From an optimization exercise on the open Yosys and OpenROAD flow, aimed at small area, a short achievable clock period and few clock cycles; shortcuts taken in it are not production practice.
In this exercise RTL edits were held to simulation tests only and were not proved equivalent to the original.
Power and IR drop assume default switching activity.

==> flow/design.v <==
`timescale 1ns / 1ps
package lru_pkg;
  localparam int FRAME_SLOTS_DEF = 16;
  localparam int PAGE_W       = 16;
  localparam int STAMP_W      = 32;
  localparam int FAULT_CNT_W  = 32;
  localparam int FRAME_USED_W = 4;
  localparam int FRAMES_W     = 5;
  localparam logic [FRAMES_W-1:0] FRAMES_RESET = 5'd3;
  localparam int CFG_DATA_W = 32;
  localparam int CFG_ADDR_W = 2;
  localparam logic [CFG_ADDR_W-1:0] ADDR_FRAMES_IN_USE = 2'd0;
  typedef struct packed {
    logic hit;     
    logic empty;   
  } scan_flags_t;
endpackage
`timescale 1ns / 1ps
`timescale 1ns / 1ps
`timescale 1ns / 1ps
module lru_page_replacement #(
  parameter int FRAME_SLOTS = lru_pkg::FRAME_SLOTS_DEF
) (
  input  logic                             clk,
  input  logic                             rst_n,
  input  logic                             in_valid,
  output logic                             in_ready,
  input  logic [lru_pkg::PAGE_W-1:0]       in_page_number,
  output logic                             out_valid,
  input  logic                             out_ready,
  output logic                             out_fault,
  output logic [lru_pkg::FRAME_USED_W-1:0] out_frame_used,
  output logic                             out_evicted_valid,
  output logic [lru_pkg::PAGE_W-1:0]       out_evicted_page,
  output logic [lru_pkg::FAULT_CNT_W-1:0]  out_fault_total,
  input  logic                             cfg_psel,
  input  logic                             cfg_penable,
  input  logic                             cfg_pwrite,
  input  logic [lru_pkg::CFG_ADDR_W-1:0]   cfg_paddr,
  input  logic [lru_pkg::CFG_DATA_W-1:0]   cfg_pwdata,
  output logic [lru_pkg::CFG_DATA_W-1:0]   cfg_prdata,
  output logic                             cfg_pready
);
  localparam int N  = FRAME_SLOTS;
  localparam int PW = lru_pkg::PAGE_W;
  localparam int IDX_W = (N > 1) ? $clog2(N) : 1;
  logic [lru_pkg::FRAMES_W-1:0] frames_r;
  logic                         cfg_wr;
  logic [N-1:0]                 active;
  logic [N-1:0]                 act_nxt;
  assign cfg_pready = 1'b1;
  assign cfg_wr     = cfg_psel && cfg_penable && cfg_pwrite
                      && (cfg_paddr == lru_pkg::ADDR_FRAMES_IN_USE);
  assign cfg_prdata = (cfg_paddr == lru_pkg::ADDR_FRAMES_IN_USE)
                      ? lru_pkg::CFG_DATA_W'(frames_r) : '0;
  always_comb begin
    for (int k = 0; k < N; k++) begin
      act_nxt[k] = (k == 0) || (32'(cfg_pwdata[lru_pkg::FRAMES_W-1:0]) > k);
    end
  end
  always_ff @(posedge clk) begin
    if (!rst_n) begin
      frames_r <= lru_pkg::FRAMES_RESET;
      active   <= N'((1 << lru_pkg::FRAMES_RESET) - 1);
    end else if (cfg_wr) begin
      frames_r <= cfg_pwdata[lru_pkg::FRAMES_W-1:0];
      active   <= act_nxt;
    end
  end
  logic [PW-1:0] page_r [N];
  logic [N-1:0]  valid_r;
  logic [N-1:0]  rec_r [N];
  logic          b_v, o_v;
  logic [PW-1:0] b_page;
  logic [N-1:0]  b_match;
  logic          b_eq;
  logic [N-1:0]  prev_u;
  logic          prev_v;
  logic          go;
  logic          acc;
  logic [N-1:0]  use_vec;
  assign go       = !o_v || out_ready;
  assign in_ready = go;
  assign acc      = in_valid && go;
  logic [N-1:0] in_match;
  always_comb begin
    for (int k = 0; k < N; k++) begin
      in_match[k] = valid_r[k] && active[k] && (page_r[k] == in_page_number)
                    && !use_vec[k];
    end
  end
  always_ff @(posedge clk) begin
    if (!rst_n) begin
      b_v    <= 1'b0;
      prev_u <= '0;
      prev_v <= 1'b0;
    end else if (go) begin
      b_v    <= acc;
      prev_u <= use_vec;
      prev_v <= b_v;
    end
  end
  always_ff @(posedge clk) begin
    if (go) begin
      b_page  <= in_page_number;
      b_match <= in_match;
      b_eq    <= (in_page_number == b_page);
    end
  end
  logic [N-1:0] m_vec, hit_sel, emp_vec, emp_sel, lru_sel, fill_sel;
  logic         hit, any_emp;
  logic [PW-1:0] lru_page;
  assign m_vec   = b_match | (prev_u & {N{b_eq}});
  assign hit     = (|b_match) || (prev_v && b_eq);
  assign emp_vec = ~valid_r & active;
  assign any_emp = |emp_vec;
  always_comb begin
    for (int k = 0; k < N; k++) begin
      hit_sel[k] = m_vec[k];
      emp_sel[k] = emp_vec[k];
      for (int j = 0; j < k; j++) begin
        hit_sel[k] = hit_sel[k] && !m_vec[j];
        emp_sel[k] = emp_sel[k] && valid_r[j];
      end
    end
  end
  always_comb begin
    for (int i = 0; i < N; i++) begin
      lru_sel[i] = active[i];
      for (int j = 0; j < N; j++) begin
        if (j < i) begin
          lru_sel[i] = lru_sel[i] && rec_r[j][i];
        end else if (j > i) begin
          lru_sel[i] = lru_sel[i] && (!active[j] || !rec_r[i][j]);
        end
      end
    end
  end
  always_comb begin
    lru_page = '0;
    for (int k = 0; k < N; k++) begin
      lru_page = lru_page | (page_r[k] & {PW{lru_sel[k]}});
    end
  end
  assign fill_sel = any_emp ? emp_sel : lru_sel;
  assign use_vec  = (hit ? hit_sel : fill_sel) & {N{b_v}};
  logic commit;
  assign commit = go && b_v;
  always_ff @(posedge clk) begin
    for (int k = 0; k < N; k++) begin
      if (commit && use_vec[k]) begin
        page_r[k] <= b_page;
      end
    end
  end
  always_ff @(posedge clk) begin
    if (!rst_n) begin
      valid_r <= '0;
    end else if (commit) begin
      valid_r <= valid_r | use_vec;
    end
  end
  always_ff @(posedge clk) begin
    for (int i = 0; i < N; i++) begin
      for (int j = i + 1; j < N; j++) begin
        if (commit && use_vec[i]) begin
          rec_r[i][j] <= 1'b1;
        end else if (commit && use_vec[j]) begin
          rec_r[i][j] <= 1'b0;
        end
      end
    end
  end
  function automatic logic [IDX_W-1:0] enc(input logic [N-1:0] v);
    enc = '0;
    for (int k = 0; k < N; k++) begin
      if (v[k]) begin
        enc = enc | IDX_W'(k);
      end
    end
  endfunction
  logic [IDX_W-1:0] use_idx;
  assign use_idx = hit ? enc(hit_sel) : (any_emp ? enc(emp_sel) : enc(lru_sel));
  logic                            fault_r;
  logic [lru_pkg::FRAME_USED_W-1:0] frame_used_r;
  logic                            ev_valid_r;
  logic [PW-1:0]                   ev_page_r;
  logic [lru_pkg::FAULT_CNT_W-1:0] fault_cnt_r;
  always_ff @(posedge clk) begin
    if (!rst_n) begin
      o_v <= 1'b0;
    end else if (go) begin
      o_v <= b_v;
    end
  end
  always_ff @(posedge clk) begin
    if (!rst_n) begin
      fault_cnt_r <= '0;
    end else if (commit && !hit && (fault_cnt_r != '1)) begin
      fault_cnt_r <= fault_cnt_r + 1'b1;
    end
  end
  always_ff @(posedge clk) begin
    if (commit) begin
      fault_r      <= !hit;
      frame_used_r <= lru_pkg::FRAME_USED_W'(use_idx);
      ev_valid_r   <= !hit && !any_emp;
      ev_page_r    <= (!hit && !any_emp) ? lru_page : '0;
    end
  end
  assign out_valid         = o_v;
  assign out_fault         = fault_r;
  assign out_frame_used    = frame_used_r;
  assign out_evicted_valid = ev_valid_r;
  assign out_evicted_page  = ev_page_r;
  assign out_fault_total   = fault_cnt_r;
endmodule
Settings: LEC_CHECK=0, ABC_CLOCK_PERIOD_IN_PS=2200, CAP_MARGIN=20, CORE_MARGIN=2, CORE_UTILIZATION=55, SETUP_SLACK_MARGIN=2.3, SLEW_MARGIN=20, BUFFER_PORTS_ARGS=-buffer_cell sky130_fd_sc_hd__buf_4; clock period 5.0 ns.
standard.sh (not shown) runs the stock make flow with config.mk's settings and CLKGATE_MAP_FILE= SYNTH_SCRIPT=/design/flow/synth_recipe.tcl, a recipe that flattens the netlist after the stock synthesis.
==> flow/flow/run.sh <==
#!/bin/bash
# Standard layout, with the port buffers made of plain buffers (buf_4)
# instead of the delay cells buffer_ports picks by default.
set -e
echo 'export BUFFER_PORTS_ARGS = -buffer_cell sky130_fd_sc_hd__buf_4' >> config.mk
bash standard.sh > standard.log 2>&1
The baseline finished with timing, DRC and antenna clean.
Testbench counts at the start, summed over its fixed seeds: cycles 8,848.
Change:
==> flow/run.sh (new file) <==
#!/bin/bash
# synth_recipe.tcl (not shown) runs the flow's synth.tcl, then flattens the netlist and writes it again
# the make line also repeats each setting of config.mk as NAME=value (left out here)
make -C /OpenROAD-flow-scripts/flow DESIGN_CONFIG=/design/flow/config.mk WORK_HOME=/design/flow/orfs CLKGATE_MAP_FILE= SYNTH_SCRIPT=/design/flow/synth_recipe.tcl finish
--- a/flow/config.mk
+++ b/flow/config.mk
@@ -10,5 +10,4 @@
 export CORE_MARGIN = 2
 export CORE_UTILIZATION = 55
-export SETUP_SLACK_MARGIN = 2.3
+export SETUP_SLACK_MARGIN = 2.1
 export SLEW_MARGIN = 20
-export BUFFER_PORTS_ARGS = -buffer_cell sky130_fd_sc_hd__buf_4
removed: flow/flow/run.sh
removed: flow/standard.sh
What happened:
- synthesized area does not change
- power fell by 2.4%
- register-to-register slack is worse by 0.14 ns
- via count came out lower by 2.1%
- maximum frequency is lower by 5.7%
- critical path depth shrinks by 1
- cell area fell by 2.2%
- die area does not change
- count of clock-buffer cells in the layout climbs by 2
- worst setup slack loses 0.17 ns
Change:
--- a/flow/config.mk
+++ b/flow/config.mk
@@ -10,4 +10,7 @@
 export CORE_MARGIN = 2
 export CORE_UTILIZATION = 55
-export SETUP_SLACK_MARGIN = 2.1
+export CTS_BUF_LIST = sky130_fd_sc_hd__clkbuf_8 sky130_fd_sc_hd__clkbuf_16
+export CTS_CLUSTER_DIAMETER = 60
+export CTS_CLUSTER_SIZE = 25
+export SETUP_SLACK_MARGIN = 2.3
 export SLEW_MARGIN = 20
What happened:
- The changed run completed without violations
- setup slack improves by 0.11 ns
- die area is unchanged
- final area rises by 2.4%
- clock-buffer cell count decreases by 35
- synthesized cell count is unchanged
- worst hold slack gains 0.0049 ns
- non-clock buffer count came out higher by 57
- core utilization climbs by 1.6 points

## static timing again, ports no longer ideal
The flow's constraints put no driver on any port. The routed layouts listed below were extracted and timed again, unchanged, in two steps.
Step 1: set_driving_cell puts a clkbuf_16 on clk and a buf_2 on each other input, an assumption about the parent block.
Step 2, shift: input delay + t, output delay - t, t = (earliest + latest rising clock arrival at the registers) / 2. This alone moves slack from input paths to output paths.
Slacks: no drivers / after step 1 / after step 2; pairs: no drivers / after step 1.
run	t, ns	setup WS [ns]	worst slew at a driven data input, ns	cell pins on the clock port's net
the first run	0.682	2.206 / 2.206 / 1.662	0.07	1
the second run	0.677	2.038 / 2.071 / 1.398	0.04	1
the third run	0.647	2.149 / 2.149 / 1.569	0.03	1
After both steps setup and hold are still met in every run listed. The setup slack of the second run, which loses most, moves by +0.033 ns with the drivers and by -0.640 ns with both steps.
